Background: an optimization exercise with open tools, aiming at small area. Do not read the settings as production practice. The RTL was checked by simulation tests, not by an equivalence proof against the original design. Power and IR drop assume default switching activity.

## design/flow/run.sh

```bash
#!/bin/bash
# synth_recipe.tcl (not shown) runs the flow's synth.tcl, then flattens the netlist and writes it again
# the make line also repeats each setting of config.mk as NAME=value (left out here)
make -C /OpenROAD-flow-scripts/flow DESIGN_CONFIG=/design/flow/config.mk WORK_HOME=/design/flow/orfs CLKGATE_MAP_FILE= SYNTH_SCRIPT=/design/flow/synth_recipe.tcl finish
```

## design/flow/config.mk

```make
export PLATFORM = sky130hd
export DESIGN_NAME = sliding_window_event_assigner_core
export DESIGN_NICKNAME = sliding_window_event_assigner_core
export VERILOG_FILES = /design/flow/design.v
export SDC_FILE = /design/flow/constraint.sdc
export NUM_CORES = 4
export LEC_CHECK = 0
export CAP_MARGIN = 20
export CORE_MARGIN = 2
export CORE_UTILIZATION = 40
export SLEW_MARGIN = 20
```

## design/flow/constraint.sdc

```tcl
create_clock -name core_clock -period 10.0 [get_ports {clk}]
set_input_delay 2.0000 -clock core_clock [delete_from_list [all_inputs] [get_ports {clk}]]
set_output_delay 2.0000 -clock core_clock [all_outputs]
set_load 0.01 [all_outputs]
```

## design/flow/design.v

```verilog
`timescale 1ns / 1ps
package swea_pkg;
	localparam int TIME_W = 31;
	localparam int REF_W = 32;
	localparam int TAG_W = 31;
	localparam int RANK_CNT_W = 9;
	localparam int RANK_W = 8;
	localparam int MAX_WINDOWS_PER_EVENT = 32;
	localparam int CNT_W = $clog2(MAX_WINDOWS_PER_EVENT + 1);
	localparam int DIV_W = 31;
	localparam int DIV_STEP_W = $clog2(DIV_W);
	localparam int ADDR_W = 4;
	localparam int DATA_W = 32;
	localparam logic [RANK_CNT_W-1:0] RANK_LIMIT = RANK_CNT_W'(256);
	localparam logic [1:0] REG_SLIDE = 2'd0;
	localparam logic [1:0] REG_RANGE = 2'd1;
	localparam logic [1:0] REG_RANKS = 2'd2;
	localparam logic KIND_ASSIGN = 1'b0;
	localparam logic KIND_SUMMARY = 1'b1;
	typedef struct packed {
		logic [TIME_W-1:0] evt_stamp;
		logic [REF_W-1:0] event_ref;
		logic [TAG_W-1:0] message_tag;
		logic end_of_message;
	} evt_item_t;
	typedef struct packed {
		logic result_kind;
		logic [TIME_W-1:0] window_id;
		logic [RANK_W-1:0] target_rank;
		logic [REF_W-1:0] out_event_ref;
		logic [TAG_W-1:0] out_message_tag;
		logic [TIME_W-1:0] span_low;
		logic [TIME_W-1:0] span_high;
		logic last;
	} res_item_t;
	typedef struct packed {
		logic start;
		logic [DIV_W-1:0] dividend;
		logic [DIV_W-1:0] divisor;
	} div_req_t;
	typedef struct packed {
		logic busy;
		logic done;
		logic [DIV_W-1:0] quot;
		logic [DIV_W-1:0] rem;
	} div_rsp_t;
endpackage
`timescale 1ns / 1ps
`timescale 1ns / 1ps
module sliding_window_event_assigner_core (
	input  logic                              clk,
	input  logic                              arst_n,
	input  logic                              evt_valid,
	output logic                              evt_ready,
	input  logic [swea_pkg::TIME_W-1:0]       evt_stamp,
	input  logic [swea_pkg::REF_W-1:0]        evt_ref,
	input  logic [swea_pkg::TAG_W-1:0]        evt_tag,
	input  logic                              evt_eom,
	output logic                              res_valid,
	input  logic                              res_ready,
	output logic                              res_kind,
	output logic [swea_pkg::TIME_W-1:0]       res_window_id,
	output logic [swea_pkg::RANK_W-1:0]       res_rank,
	output logic [swea_pkg::REF_W-1:0]        res_ref,
	output logic [swea_pkg::TAG_W-1:0]        res_tag,
	output logic [swea_pkg::TIME_W-1:0]       res_span_low,
	output logic [swea_pkg::TIME_W-1:0]       res_span_high,
	output logic                              res_last,
	input  logic                              psel,
	input  logic                              penable,
	input  logic                              pwrite,
	input  logic [swea_pkg::ADDR_W-1:0]       paddr,
	input  logic [swea_pkg::DATA_W-1:0]       pwdata,
	output logic [swea_pkg::DATA_W-1:0]       prdata,
	output logic                              pready
);
	localparam int TW = swea_pkg::TIME_W;
	localparam logic [2:0] ST_IDLE = 3'd0;
	localparam logic [2:0] ST_DIVN = 3'd1;
	localparam logic [2:0] ST_DIVC = 3'd2;
	localparam logic [2:0] ST_DIVR = 3'd3;
	localparam logic [2:0] ST_DEC  = 3'd4;
	localparam logic [2:0] ST_EMIT = 3'd5;
	localparam logic [2:0] ST_SUMM = 3'd6;
	logic [2:0] st_q;
	logic [TW-1:0] slide_q;
	logic [TW-1:0] range_q;
	logic [8:0] ranks_q;
	logic [TW-1:0] low_q;
	logic [TW-1:0] high_q;
	logic [swea_pkg::REF_W-1:0] ref_q;
	logic [swea_pkg::TAG_W-1:0] tag_q;
	logic eom_q;
	logic [TW-1:0] w_q;
	logic [TW-1:0] r_q;
	logic [5:0] k_q;
	logic [4:0] j_q;
	logic [TW-1:0] slide_eff;
	logic [8:0] ranks_eff;
	logic [TW-1:0] dsr;
	logic in_bit;
	logic [TW:0] sh;
	logic [TW+1:0] diff;
	logic ge;
	logic last_step;
	logic [5:0] k_nxt;
	logic [TW-1:0] win;
	logic dec_done;
	logic taken;
	logic [8:0] r_inc;
	logic [7:0] r_up;
	logic [7:0] r_dn;
	logic summ;
	logic cfg_wr;
	always_comb begin
		slide_eff = {slide_q[TW-1:1], slide_q[0] | (slide_q == '0)};
		ranks_eff = ranks_q[8] ? 9'd256 : {ranks_q[7:1], ranks_q[0] | (ranks_q[7:0] == '0)};
		dsr = (st_q == ST_DIVR) ? TW'(ranks_eff) : slide_eff;
		in_bit = (st_q == ST_DIVC) ? range_q[TW-1] : w_q[TW-1];
		sh = {r_q, in_bit};
		diff = {1'b0, sh} - {2'b0, dsr};
		ge = !diff[TW+1];
		last_step = j_q == 5'd30;
		k_nxt = k_q[5] ? k_q : (k_q[4] ? 6'd32 : {k_q[4:0], ge});
		win = w_q - TW'(j_q);
		dec_done = (({1'b0, j_q} + 6'd1) == k_q) || ((w_q[TW-1:5] == '0) && (w_q[4:0] == j_q));
		taken = res_ready;
		r_inc = {1'b0, r_q[7:0]} + 9'd1;
		r_up = (r_inc == ranks_eff) ? 8'd0 : r_inc[7:0];
		r_dn = (r_q[7:0] == 8'd0) ? 8'(ranks_eff - 9'd1) : r_q[7:0] - 8'd1;
		summ = st_q == ST_SUMM;
		cfg_wr = psel && penable && pwrite;
	end
	assign evt_ready = st_q == ST_IDLE;
	assign res_valid = (st_q == ST_EMIT) || summ;
	assign res_kind = summ;
	assign res_window_id = summ ? '0 : win;
	assign res_rank = r_q[7:0];
	assign res_ref = summ ? '0 : ref_q;
	assign res_tag = tag_q;
	assign res_span_low = summ ? low_q : '0;
	assign res_span_high = summ ? high_q : '0;
	assign res_last = summ || ((j_q == '0) && !eom_q);
	assign pready = st_q != ST_DIVC;
	always_comb begin
		case (paddr[3:2])
			swea_pkg::REG_SLIDE: prdata = {1'b0, slide_q};
			swea_pkg::REG_RANGE: prdata = {1'b0, range_q};
			swea_pkg::REG_RANKS: prdata = {23'd0, ranks_q};
			default: prdata = '0;
		endcase
	end
	always_ff @(posedge clk or negedge arst_n) begin
		if (!arst_n) begin
			st_q <= ST_IDLE;
			slide_q <= TW'(1);
			range_q <= TW'(1);
			ranks_q <= 9'd1;
			low_q <= '1;
			high_q <= '0;
		end else begin
			if (cfg_wr) begin
				case (paddr[3:2])
					swea_pkg::REG_SLIDE: slide_q <= pwdata[TW-1:0];
					swea_pkg::REG_RANGE: range_q <= pwdata[TW-1:0];
					swea_pkg::REG_RANKS: ranks_q <= pwdata[8:0];
					default: begin
					end
				endcase
			end
			case (st_q)
				ST_IDLE: begin
					if (evt_valid) st_q <= ST_DIVN;
				end
				ST_DIVN: begin
					if (last_step) st_q <= ST_DIVC;
				end
				ST_DIVC: begin
					range_q <= {range_q[TW-2:0], range_q[TW-1]};
					if (last_step) begin
						if (k_nxt == '0) st_q <= eom_q ? ST_SUMM : ST_IDLE;
						else st_q <= ST_DIVR;
					end
				end
				ST_DIVR: begin
					if (last_step) st_q <= ST_DEC;
				end
				ST_DEC: begin
					if (dec_done) begin
						if (w_q > high_q) high_q <= w_q;
						if (win < low_q) low_q <= win;
						st_q <= ST_EMIT;
					end
				end
				ST_EMIT: begin
					if (taken && (j_q == '0)) st_q <= eom_q ? ST_SUMM : ST_IDLE;
				end
				ST_SUMM: begin
					if (taken) begin
						low_q <= '1;
						high_q <= '0;
						st_q <= ST_IDLE;
					end
				end
				default: st_q <= ST_IDLE;
			endcase
		end
	end
	always_ff @(posedge clk) begin
		case (st_q)
			ST_IDLE: begin
				if (evt_valid) begin
					ref_q <= evt_ref;
					tag_q <= evt_tag;
					eom_q <= evt_eom;
					w_q <= evt_stamp;
					r_q <= '0;
					j_q <= '0;
				end
			end
			ST_DIVN: begin
				w_q <= {w_q[TW-2:0], ge};
				r_q <= last_step ? '0 : (ge ? diff[TW-1:0] : sh[TW-1:0]);
				j_q <= last_step ? 5'd0 : j_q + 5'd1;
				k_q <= '0;
			end
			ST_DIVC: begin
				r_q <= last_step ? '0 : (ge ? diff[TW-1:0] : sh[TW-1:0]);
				j_q <= last_step ? 5'd0 : j_q + 5'd1;
				k_q <= k_nxt;
			end
			ST_DIVR: begin
				w_q <= {w_q[TW-2:0], w_q[TW-1]};
				r_q <= ge ? diff[TW-1:0] : sh[TW-1:0];
				j_q <= last_step ? 5'd0 : j_q + 5'd1;
			end
			ST_DEC: begin
				if (!dec_done) begin
					j_q <= j_q + 5'd1;
					r_q[7:0] <= r_dn;
				end
			end
			ST_EMIT: begin
				if (taken) begin
					if (j_q == '0) begin
						r_q <= '0;
					end else begin
						j_q <= j_q - 5'd1;
						r_q[7:0] <= r_up;
					end
				end
			end
			default: begin
			end
		endcase
	end
endmodule
```

==> results.ini <==
[critical_path]
r2r-start = st_q[2]
crit_path_max_fanout = 8
path_class = flip-flop to primary output
rrSetupSlack_ps = 3810
cp-endpoint = res_window_id[30]
r2r-end = r_q[19]
cp_data_required_time_ps = 8000
critPathLaunchType = flip-flop
cp.arrival_ps = 4450
reg2reg_depth = 14
setup.worst_path.start = j_q[0]
cp-end-kind = primary output

[cts]
post_cts_resized = 0
htree_levels = 2
cts-root-buf = clkbuf_16
numCtsBuffers = 34
clock_latency_ps = 550
cts_tree = built
path_clk_slew_ps = 60
clkSinkCount = 273
postCtsSetupBuffers = 0
postCtsHoldBufs = 0
cts_buffer_depth = 3

[yosys]
yosysSeqAreaShare = 0.447
ys_warn_count = 1
yosys_register_bits = 273
syn_nets = 2009
syn_avg_cell_area_um2 = 9.58
synth_ff_type = edfxtp_1
synthesis.area_um2 = 16900
async_flop_share = 0.498
syn_inst = 1766
synth-edff-count = 137
synth.distinct_cells = 77

[floorplanning]
dieArea_um2 = 44000
die_h_um = 210
num_rows = 75
dieWidth_um = 210
ios = 339
start_util = 0.404
coreArea_um2 = 41900

[route]
ant_nets = 0
routed_wirelength_um = 51100
viasPerCell = 5.41
vias = 14200
wl_per_cell_um = 19.5
drc = 0
drtPass1Iterations = 5
drt_iter0_drc = 949

[grt]
grt_use_met1 = 0.318
grt_max_degree = 96
grtUsageMet2 = 0.362
track_usage = 0.229
grtUsageMet3 = 0.0431
antenna_found_initial = 3
overflow = 0
grt_pass1_vias = 13900
grt_pass1_wl_um = 79300
busiest_layer = met2

[timing]
clock_skew_ps = 21.8
hold_violations = 0
fmax_mhz = 155
setup_tns_ps = 0
setup_viol_count_final = 0
rsz0062_at_grt = no
tightest_slew_ps = 1080
relSlewSlack = 0.279
finalCritPeriodShare = 0.645
drv_slew = 0
period_minus_slack_ps = 6450

[power_and_ir_drop]
power_mw = 3.06
leakage_nw = 8.46
p_int_mw = 2.25
powerDensity_nw_per_um2 = 141
switching_share = 0.264
peakVddDrop_uv = 128
p_switching_uw = 809
combPwrFrac = 0.146
pwr-share-clk = 0.415
seqPwrFrac = 0.439

[layout]
final_util = 0.521
syn2layout_area_growth_pct = 28.8
final_common_cell = clkdlybuf4s50_1
drive_gt1_frac = 0.0826
finalInstanceArea_um2 = 21800
layout.nets = 2301
final_cell_mix = clkdlybuf4s50_1, nand2_1, nor2_1

[run_status]
outcome = finished clean

[place]
dp_hpwl_um = 37200
port_buffers = 334
place_area_um2 = 20600
gp_congestion = 0.871

[min_path]
hp-class = flip-flop to flip-flop

[job]
max_cap_violations = 0

-- worst min path at each step --
stage | start | endpoint | slack (ps) | cells after the start
after floorplan | range_q[9] | range_q[10] | 470 | 2
after global placement | range_q[22] | range_q[23] | 490 | 2
after detailed placement | low_q[22] | low_q[22] | 490 | 1
after CTS | low_q[5] | low_q[5] | 500 | 1
after global routing | low_q[23] | low_q[23] | 510 | 1
final | low_q[6] | low_q[6] | 500 | 1
-- Yosys cell counts, types with 10 or more instances --
master	instances	area, µm²
a21o_1	30	225
xor2_1	20	175
ha_1	103	1290
and2_1	36	225
nand2b_1	12	75.1
a21oi_1	91	455
xnor2_1	54	473
clkbuf_1	64	240
nor4_1	16	100
a2bb2oi_1	31	272
o21ai_0	110	551
nor3_1	21	105
edfxtp_1	137	4110
nand2_1	209	785
mux2i_1	101	1010
dfrtp_1	102	2550
mux2_2	40	450
dfstp_2	34	893
nor2b_1	11	68.8
buf_4	12	90.1
nand3_1	23	115
inv_1	145	544
nand4_1	21	131
nor2_1	175	657
and3_1	10	62.6
or3_1	10	62.6
-- routing by layer --
| layer | routed length, µm | up-vias |
|---|---|---|
| met3 | 3120 | 67 |
| li1 | - | 6781 |
| met2 | 23500 | 457 |
| met5 | 0 | - |
| met4 | 1320 | 0 |
| met1 | 23100 | 6893 |
-- cell type report --
class                      count  area [µm²]
fill                        3829       20100
clock buffer                  49        1000
inverter                     149         559
tap                          539         674
antenna                        2        5.00
sequential                   273        7560
multi-input combinational   1249        8390
clock inverter                12         140
timing repair buffer         351        3470
-- power groups by stage --
stage	Clock (mW)	Combinational [mW]	Sequential, mW
detailed placement	0	0.443	1.36
global route	1.34	0.491	1.35
floorplan	0	0.284	1.31
CTS	1.31	0.446	1.34
finish	1.27	0.446	1.34
global placement	0	0.437	1.36
-- registers in the layout (all words and copies together), names as in the netlist --
register	cells
tag_q	31
range_q	31
eom_q	1
r_q	31
w_q	31
slide_q	31
ranks_q	9
high_q	31
k_q	6
st_q	3
ref_q	32
low_q	31
j_q	5
-- worst max-delay path, cell delays in order (launching register included) --
cell and delay, ps:
edfxtp_1 510, ha_1 230, inv_1 50, fa_1 390
nand2_1 90, nand2_1 50, a21oi_1 200, o21ai_0 300
nor2_1 510, nand2_1 330, nor3_1 260, xnor2_1 140
nor2_1 260, clkdlybuf4s50_1 600
-- per-stage QoR --
step / std cells / worst slack (ps) / hold slack (ps)
2_1_floorplan: 1766 / 4890 / 470
3_3_place_gp: 2561 / 3610 / 487
3_5_place_dp: 2561 / 3500 / 493
4_1_cts: 2622 / 3470 / 502
5_1_grt: 2624 / 3290 / 508
6_report: 2624 / 3550 / 501
-- cells by family (layout without fill, tap and decap cells) --
group / count (synthesis) / after routing / share of synthesized area
compound gates: 348 / 348 / 0.130
xor+xnor: 74 / 74 / 0.0383
fa+ha+maj: 105 / 105 / 0.0785
buf+inv: 244 / 561 / 0.0606
flops: 273 / 273 / 0.447
mux: 141 / 141 / 0.0864
other cells: 1 / 3 / 0.000222
simple gates: 580 / 580 / 0.160

[separate check: timing with driven ports]
In the flow no input, the clock included, has a driving cell. The finished layout below was timed again as built, in two steps.
Step 1: set_driving_cell puts a clkbuf_16 on clk and a buf_2 on each other input, an assumption about the parent block.
Step 2 also shifts input and output timing later by t, the mid clock arrival at the registers, as if the neighbouring blocks saw the same clock.
a / b / c = ideal / step 1 / step 2; a / b = the first two.
shift t [ns]: 0.587
slack for setup (ns): 3.546 / 3.493 / 3.664
worst setup path at the end: input to output
latest minus earliest clock arrival (ns): 0.022 / 0.022
After both steps setup and hold are still met in this run. The setup slack of this run moves by -0.053 ns with the drivers and by +0.118 ns with both steps.
